Background: an optimization exercise with open tools, aiming at small area, a short achievable clock period and few clock cycles per item. Do not read the settings as production practice. Where RTL was checked, it was by simulation tests only, not by an equivalence proof against the original.

Setup of old:
Design multdiv_fast, start of the top module:
module multdiv_fast (
	input  logic                  clk_i,
	input  logic                  rst_ni,
	input  logic                  mult_en_i,
	input  logic                  div_en_i,
	input  logic [1:0]            op_i,
	input  logic [1:0]            signed_mode_i,
	input  logic [32-1:0]   op_a_i,
	input  logic [32-1:0]   op_b_i,
	output logic [32-1:0]   result_o,
	output logic                  valid_o
);
Settings: LEC_CHECK=0, CAP_MARGIN=20, CORE_MARGIN=5, CORE_UTILIZATION=45, PLACE_DENSITY=0.65, SETUP_SLACK_MARGIN=0.15, SLEW_MARGIN=20, SYNTH_HIERARCHICAL=1; clock period 12.0 ns.
standard.sh (not shown) runs the stock make flow with config.mk's settings and CLKGATE_MAP_FILE= SYNTH_SCRIPT=/design/flow/synth_recipe.tcl, a recipe that flattens the netlist after the stock synthesis.
==> flow/flow/run.sh <==
#!/bin/bash
# The standard layout (standard.sh), with one change: the port buffers
# that buffer_ports inserts are buf_4 cells rather than its default pick, a
# slow delay buffer. Each tool's output goes to standard.log here.
set -euo pipefail
cd "$(dirname "$0")/.."
export BUFFER_PORTS_ARGS="-buffer_cell sky130_fd_sc_hd__buf_4"
bash standard.sh > standard.log 2>&1
Testbench counts of old, summed over its fixed seeds: cycles 6,276, items 3,200.
diff inputs: old => new
diff --git a/flow/design.v b/flow/design.v
--- a/flow/design.v
+++ b/flow/design.v
@@ -12,25 +12,26 @@
 		logic [32-1:0]  op_b;
 	} md_req_t;
 endpackage
 `timescale 1ns/1ps
 module mult_mac16 (
 	input  logic                  clk_i,
 	input  logic                  rst_ni,
 	input  logic                  en_i,
 	input  multdiv_pkg::md_req_t  req_i,
 	input  logic [50:0]           acc_q,     
 	output logic [50:0]           acc_d,
 	output logic                  acc_we,
-	output logic [32-1:0]   result_o,
+	input  logic [32-1:0]   other_i,   
+	output logic [32-1:0]   result_o,  
 	output logic                  valid_o
 );
 	localparam int ROWS = 9;
 	localparam int W    = 51;
 	logic          pass_q;
 	logic [32:0]   ext_a;
 	logic [32:0]   ext_b;
 	logic          fits_b;
 	logic [18:0]   win;      
 	logic [33:0]   pp0, pp1, pp2, pp3, pp4, pp5, pp6, pp7, pp8;
 	logic [ROWS-1:0] neg;
 	logic [W-1:0]  mac_res;
@@ -1305,25 +1306,26 @@
 		.a_i (sum_a),
 		.b_i (sum_b),
 		.s_o (mac_res)
 	);
 	logic sel_p0l, sel_p0h, sel_p1l, sel_p1h;
 	assign sel_p0l = en_i & ~pass_q &  is_mull;
 	assign sel_p0h = en_i & ~pass_q & ~is_mull;
 	assign sel_p1l = en_i &  pass_q &  is_mull;
 	assign sel_p1h = en_i &  pass_q & ~is_mull;
 	assign result_o = ({32{sel_p0l}} & mac_res[31:0])
 		| ({32{sel_p0h}} & {{13{mac_res[W-1]}}, mac_res[W-1:32]})
 		| ({32{sel_p1l}} & {mac_res[13:0], acc_q[17:0]})
-		| ({32{sel_p1h}} & mac_res[45:14]);
+		| ({32{sel_p1h}} & mac_res[45:14])
+		| other_i;
 	assign valid_o = en_i & (fits_b | pass_q);
 	always_ff @(posedge clk_i or negedge rst_ni) begin
 		if (!rst_ni) begin
 			pass_q <= 1'b0;
 		end else if (en_i) begin
 			pass_q <= ~(fits_b | pass_q);
 		end
 	end
 	assign acc_d  = mac_res;
 	assign acc_we = en_i & ~pass_q;
 endmodule
 module md_add51 (
@@ -1538,30 +1540,31 @@
 				| ({64{sel_init}} & {32'd0, div_init_d})
 				| ({64{sel_step}} & div_step_d);
 		end
 	end
 	mult_mac16 u_mult (
 		.clk_i    (clk_i),
 		.rst_ni   (rst_ni),
 		.en_i     (mult_en_i),
 		.req_i    (req_i),
 		.acc_q    (shr_q[50:0]),
 		.acc_d    (acc_d),
 		.acc_we   (acc_we),
+		.other_i  (div_result),
 		.result_o (mult_result),
 		.valid_o  (mult_valid)
 	);
 	div_serial u_div (
 		.clk_i    (clk_i),
 		.rst_ni   (rst_ni),
 		.en_i     (div_en_i),
 		.req_i    (req_i),
 		.shr_q    (shr_q),
 		.step_d   (div_step_d),
 		.init_d   (div_init_d),
 		.busy_o   (div_busy),
 		.result_o (div_result),
 		.valid_o  (div_valid)
 	);
-	assign result_o = div_result | mult_result;
+	assign result_o = mult_result;
 	assign valid_o  = mult_valid | div_valid;
 endmodule
### Flow results
new — total number of cells along the worst setup path 1 lower, old as reference. In new relative to old, non-clock buffer count had gone up by more than a quarter. From old to new, maximum buffer depth of the clock tree did not move at all. Sequential share of layout area: old vs new — no meaningful difference. Looking at core area, new sits 0.0013 mm² below old. Worst setup slack before clock tree synthesis on new is ahead of old. Delta (new minus old): proportion of cell area occupied by multi-input gates went down; cell row count went down; synthesized area went down.
For new, only the layout was checked, not whether the RTL still works.

* * *

multdiv_fast, a different RTL version from the one above (not shown whole).
Size in the first run: ~4800 cells after synthesis, roughly 110 I/O pins, ~0.038 mm2 of cells after synthesis.
==> flow/config.mk <==
export PLATFORM = sky130hd
export DESIGN_NAME = multdiv_fast
export DESIGN_NICKNAME = multdiv_fast
export VERILOG_FILES = /design/flow/design.v
export SDC_FILE = /design/flow/constraint.sdc
export NUM_CORES = 4
export LEC_CHECK = 0
export CAP_MARGIN = 20
export CORE_MARGIN = 5
export CORE_UTILIZATION = 35
export PLACE_DENSITY = 0.55
export SLEW_MARGIN = 20
export SYNTH_HIERARCHICAL = 1
==> flow/constraint.sdc <==
create_clock -name core_clock -period 12.0 [get_ports {clk_i}]
set_input_delay 2.4000 -clock core_clock [delete_from_list [all_inputs] [get_ports {clk_i}]]
set_output_delay 2.4000 -clock core_clock [all_outputs]
set_load 0.01 [all_outputs]
Scripts as last shown in full above: flow/flow/run.sh
The first run finished clean.
Testbench counts at the start, summed over its fixed seeds: cycles 6,276, items 3,200.
==> next run, changes <==
--- a/flow/design.v
+++ b/flow/design.v
@@ -1295,23 +1295,36 @@
 	assign sum_b[46] = s557;
 	assign sum_a[47] = c558;
 	assign sum_b[47] = s559;
 	assign sum_a[48] = c560;
 	assign sum_b[48] = s561;
 	assign sum_a[49] = c562;
 	assign sum_b[49] = s563;
 	assign sum_a[50] = c564;
 	assign sum_b[50] = s565;
-	md_add51 u_add (
-		.a_i (sum_a),
-		.b_i (sum_b),
-		.s_o (mac_res)
-	);
+	logic [W-1:0] kg [7];
+	logic [W-1:0] kp [7];
+	always_comb begin
+		kg[0] = sum_a & sum_b;
+		kp[0] = sum_a ^ sum_b;
+		for (int l = 0; l < 6; l++) begin
+			for (int i = 0; i < W; i++) begin
+				if (i >= (1 << l)) begin
+					kg[l+1][i] = kg[l][i] | (kp[l][i] & kg[l][i - (1 << l)]);
+					kp[l+1][i] = kp[l][i] & kp[l][i - (1 << l)];
+				end else begin
+					kg[l+1][i] = kg[l][i];
+					kp[l+1][i] = kp[l][i];
+				end
+			end
+		end
+	end
+	assign mac_res = kp[0] ^ {kg[6][W-2:0], 1'b0};
 	logic sel_p0l, sel_p0h, sel_p1l, sel_p1h;
 	assign sel_p0l = en_i & ~pass_q &  is_mull;
 	assign sel_p0h = en_i & ~pass_q & ~is_mull;
 	assign sel_p1l = en_i &  pass_q &  is_mull;
 	assign sel_p1h = en_i &  pass_q & ~is_mull;
 	assign result_o = ({32{sel_p0l}} & mac_res[31:0])
 		| ({32{sel_p0h}} & {{13{mac_res[W-1]}}, mac_res[W-1:32]})
 		| ({32{sel_p1l}} & {mac_res[13:0], acc_q[17:0]})
 		| ({32{sel_p1h}} & mac_res[45:14]);
@@ -1320,43 +1333,18 @@
 		if (!rst_ni) begin
 			pass_q <= 1'b0;
 		end else if (en_i) begin
 			pass_q <= ~(fits_b | pass_q);
 		end
 	end
 	assign acc_d  = mac_res;
 	assign acc_we = en_i & ~pass_q;
 endmodule
-module md_add51 (
-	input  logic [50:0] a_i,
-	input  logic [50:0] b_i,
-	output logic [50:0] s_o
-);
-	localparam int W = 51;
-	logic [W-1:0] kg [7];
-	logic [W-1:0] kp [7];
-	always_comb begin
-		kg[0] = a_i & b_i;
-		kp[0] = a_i ^ b_i;
-		for (int l = 0; l < 6; l++) begin
-			for (int i = 0; i < W; i++) begin
-				if (i & (1 << l)) begin
-					kg[l+1][i] = kg[l][i] | (kp[l][i] & kg[l][((i >> l) << l) - 1]);
-					kp[l+1][i] = kp[l][i] & kp[l][((i >> l) << l) - 1];
-				end else begin
-					kg[l+1][i] = kg[l][i];
-					kp[l+1][i] = kp[l][i];
-				end
-			end
-		end
-	end
-	assign s_o = kp[0] ^ {kg[6][W-2:0], 1'b0};
-endmodule
 `timescale 1ns/1ps
 module div_serial (
 	input  logic                  clk_i,
 	input  logic                  rst_ni,
 	input  logic                  en_i,
 	input  multdiv_pkg::md_req_t  req_i,
 	input  logic [63:0]           shr_q,     
 	output logic [63:0]           step_d,    
 	output logic [31:0]           init_d,    
Effect:
- maximum frequency is about the same
- via count went up by 4.3%
- worst setup slack gains 0.0070 ns
- non-clock buffer count went up by 116
- final area went up by 3.9%
- cell count went up by 5.7%
For the second run of this note, only the layout was checked, not whether the RTL still works.

* * *

RTL: one of the versions met above, not the one the previous note started from.
Size: about 4800 cells after synthesis, ~110 I/O pins, ~37000 sq um of cells after synthesis.
// multdiv_fast
module multdiv_fast (
	input  logic                  clk_i,
	input  logic                  rst_ni,
	input  logic                  mult_en_i,
	input  logic                  div_en_i,
	input  logic [1:0]            op_i,
	input  logic [1:0]            signed_mode_i,
	input  logic [32-1:0]   op_a_i,
	input  logic [32-1:0]   op_b_i,
	output logic [32-1:0]   result_o,
	output logic                  valid_o
);
==> module div_serial, before the edit <==
module div_serial (
	input  logic                  clk_i,
	input  logic                  rst_ni,
	input  logic                  en_i,
	input  multdiv_pkg::md_req_t  req_i,
	input  logic [63:0]           shr_q,     
	output logic [63:0]           step_d,    
	output logic [31:0]           init_d,    
	output logic                  busy_o,
	output logic [32-1:0]   result_o,
	output logic                  valid_o
);
	localparam int STEPS = 4;
	localparam int DW    = 32 + STEPS - 1;
	logic                busy_q;
	logic [3:0]          cnt_q;
	logic [31:0]         rem_q;
	logic [DW-1:0]       den_q;
	logic [31:0]         quo_q;
	assign rem_q = shr_q[31:0];
	assign quo_q = shr_q[63:32];
	logic                sign_a;
	logic                sign_b;
	logic                is_div;
	logic [31:0]         abs_a;
	logic [31:0]         abs_b;
	logic [5:0]          len_a;
	logic [5:0]          len_b;
	logic [4:0]          diff;
	logic [5:0]          shamt;
	logic [3:0]          cnt_init;
	logic                div_by_zero;
	logic                a_shorter;
	logic [31:0]         rem_n;
	logic [31:0]         quo_n;
	logic [31:0]         rem_l;
	logic [31:0]         quo_l;
	logic [31:0]         res_mag;
	logic                res_neg;
	assign is_div      = (req_i.op == multdiv_pkg::MD_OP_DIV);
	assign sign_a      = req_i.signed_mode[0] & req_i.op_a[31];
	assign sign_b      = req_i.signed_mode[1] & req_i.op_b[31];
	assign abs_a       = sign_a ? -req_i.op_a : req_i.op_a;
	assign abs_b       = sign_b ? -req_i.op_b : req_i.op_b;
	assign div_by_zero = (req_i.op_b == '0);
	always_comb begin
		len_a = '0;
		len_b = '0;
		for (int i = 0; i < 32; i++) begin
			if (abs_a[i]) len_a = 6'(i + 1);
			if (abs_b[i]) len_b = 6'(i + 1);
		end
	end
	assign a_shorter = (len_a < len_b);
	assign diff      = 5'(len_a - len_b);
	assign cnt_init  = 4'((6'(diff) + 6'd2) >> 2);
	assign shamt     = {cnt_init, 2'b01};
	logic [31:0] rem_s [STEPS+1];
	logic [STEPS-1:0] ge_s;
	assign rem_s[0] = rem_q;
	for (genvar j = 0; j < STEPS; j += 2) begin : g_step
		div_step2 #(.DW(DW)) u_step (
			.rem_i (rem_s[j]),
			.den_i (den_q >> j),
			.rem_h (rem_s[j+1]),
			.rem_o (rem_s[j+2]),
			.ge_o  (ge_s[STEPS-1-j -: 2])
		);
	end
	assign rem_n = rem_s[STEPS];
	assign quo_n = {quo_q[31-STEPS:0], ge_s};
	assign rem_l = rem_s[2];
	assign quo_l = {quo_q[29:0], ge_s[STEPS-1:STEPS-2]};
	assign res_neg = is_div ? (sign_a ^ sign_b) : sign_a;
	assign res_mag = is_div ? quo_l : rem_l;
	always_comb begin
		if (!en_i) begin
			result_o = '0;
		end else if (busy_q) begin
			result_o = res_neg ? -res_mag : res_mag;
		end else if (div_by_zero) begin
			result_o = is_div ? '1 : req_i.op_a;
		end else begin
			result_o = is_div ? '0 : req_i.op_a;
		end
	end
	assign valid_o = en_i & (busy_q ? (cnt_q == '0) : (div_by_zero | a_shorter));
	always_ff @(posedge clk_i or negedge rst_ni) begin
		if (!rst_ni) begin
			busy_q <= 1'b0;
		end else if (en_i) begin
			if (busy_q) begin
				busy_q <= (cnt_q != '0);
			end else begin
				busy_q <= ~(div_by_zero | a_shorter);
			end
		end
	end
	always_ff @(posedge clk_i) begin
		if (en_i) begin
			if (busy_q) begin
				cnt_q <= cnt_q - 4'd1;
				den_q <= den_q >> STEPS;
			end else begin
				cnt_q <= cnt_init;
				den_q <= DW'(abs_b) << shamt;
			end
		end
	end
	assign busy_o = busy_q;
	assign step_d = {quo_n, rem_n};
	assign init_d = abs_a;
endmodule
==> module div_step2, before the edit <==
module div_step2 #(
	parameter int DW = 35
) (
	input  logic [31:0]   rem_i,
	input  logic [DW-1:0] den_i,
	output logic [31:0]   rem_h,     
	output logic [31:0]   rem_o,
	output logic [1:0]    ge_o       
);
	logic [32:0] sub0;
	logic [32:0] sub1;
	logic [DW-1:0] den1;
	assign den1 = den_i >> 1;
	assign sub0     = {1'b0, rem_i} - {1'b0, den_i[31:0]};
	assign ge_o[1]  = (den_i[DW-1:32] == '0) && !sub0[32];
	assign rem_h    = ge_o[1] ? sub0[31:0] : rem_i;
	assign sub1     = {1'b0, rem_h} - {1'b0, den1[31:0]};
	assign ge_o[0]  = (den1[DW-1:32] == '0) && !sub1[32];
	assign rem_o    = ge_o[0] ? sub1[31:0] : rem_h;
endmodule
export LEC_CHECK = 0
export CAP_MARGIN = 20
export CORE_MARGIN = 5
export CORE_UTILIZATION = 45
export PLACE_DENSITY = 0.65
export SLEW_MARGIN = 20
export SYNTH_HIERARCHICAL = 1
create_clock -name core_clock -period 12.0 [get_ports {clk_i}]
Scripts as last shown in full above: flow/flow/run.sh
Testbench counts at the start, summed over its fixed seeds: cycles 6,276, items 3,200.
Change:
--- a/flow/design.v
+++ b/flow/design.v
@@ -1411,15 +1411,14 @@
 	assign shamt     = {cnt_init, 2'b01};
 	logic [31:0] rem_s [STEPS+1];
 	logic [STEPS-1:0] ge_s;
 	assign rem_s[0] = rem_q;
-	for (genvar j = 0; j < STEPS; j += 2) begin : g_step
-		div_step2 #(.DW(DW)) u_step (
+	for (genvar j = 0; j < STEPS; j++) begin : g_step
+		div_step #(.DW(DW)) u_step (
 			.rem_i (rem_s[j]),
 			.den_i (den_q >> j),
-			.rem_h (rem_s[j+1]),
-			.rem_o (rem_s[j+2]),
-			.ge_o  (ge_s[STEPS-1-j -: 2])
+			.rem_o (rem_s[j+1]),
+			.ge_o  (ge_s[STEPS-1-j])
 		);
 	end
 	assign rem_n = rem_s[STEPS];
 	assign quo_n = {quo_q[31-STEPS:0], ge_s};
@@ -1477,28 +1476,8 @@
 	assign sub   = {1'b0, rem_i} - {1'b0, den_i[31:0]};
 	assign ge_o  = (den_i[DW-1:32] == '0) && !sub[32];
 	assign rem_o = ge_o ? sub[31:0] : rem_i;
 endmodule
-module div_step2 #(
-	parameter int DW = 35
-) (
-	input  logic [31:0]   rem_i,
-	input  logic [DW-1:0] den_i,
-	output logic [31:0]   rem_h,     
-	output logic [31:0]   rem_o,
-	output logic [1:0]    ge_o       
-);
-	logic [32:0] sub0;
-	logic [32:0] sub1;
-	logic [DW-1:0] den1;
-	assign den1 = den_i >> 1;
-	assign sub0     = {1'b0, rem_i} - {1'b0, den_i[31:0]};
-	assign ge_o[1]  = (den_i[DW-1:32] == '0) && !sub0[32];
-	assign rem_h    = ge_o[1] ? sub0[31:0] : rem_i;
-	assign sub1     = {1'b0, rem_h} - {1'b0, den1[31:0]};
-	assign ge_o[0]  = (den1[DW-1:32] == '0) && !sub1[32];
-	assign rem_o    = ge_o[0] ? sub1[31:0] : rem_h;
-endmodule
 `timescale 1ns/1ps
 module multdiv_fast (
 	input  logic                  clk_i,
 	input  logic                  rst_ni,
Effect:
- The new run went through all stages and came out clean
- count of clock-buffer cells in the layout does not change
- register-to-register slack is worse by 0.14 ns
- cell count went up by 1.2%
- clock skew barely changes
- routed wire length went up by 2.4%
- die area went up by 2.3%
- maximum frequency went up by 0.33%
- sequential share of layout area went down by 0.11 points
- core utilization went down by 0.33 points
Testbench counts after the change, summed over its fixed seeds: cycles 6,276, items 3,200.

==> static timing again, ports no longer ideal <==
The results above use ideal ports. As a check the final layouts listed here were re-extracted and re-timed, cells and wires unchanged.
Step 1, drivers: a clkbuf_16 drives clk_i and a buf_2 each remaining input, both assumed.
Step 2, shift: input delay + t, output delay - t, t = (earliest + latest rising clock arrival at the registers) / 2. This alone moves slack from input paths to output paths.
Three values: no drivers, after step 1, after step 2; two values: the first two.
run	t, ns	setup WS [ns]	latest minus earliest clock arrival (ns)	slew at the worst register clock pin (ns)	pins driven straight from the clock port
old	0.437	0.274 / 0.247 / 0.247	0.013 / 0.012	0.09 / 0.09	1
new	0.422	0.266 / 0.242 / 0.242	0.013 / 0.014	0.09 / 0.09	1
the first run of note 2	0.435	0.210 / 0.181 / 0.181	0.016 / 0.016	0.09 / 0.09	1
the second run of note 2	0.447	0.217 / 0.161 / 0.232	0.013 / 0.013	0.09 / 0.09	1
the first run of note 3	0.439	0.140 / 0.113 / 0.113	0.014 / 0.014	0.09 / 0.09	1
the second run of note 3	0.436	0.179 / 0.154 / 0.154	0.011 / 0.011	0.09 / 0.09	1
After both steps every run listed still meets setup and hold. The setup slack of the first run of note 2, which loses most, moves by -0.029 ns with the drivers and by -0.029 ns with both steps.
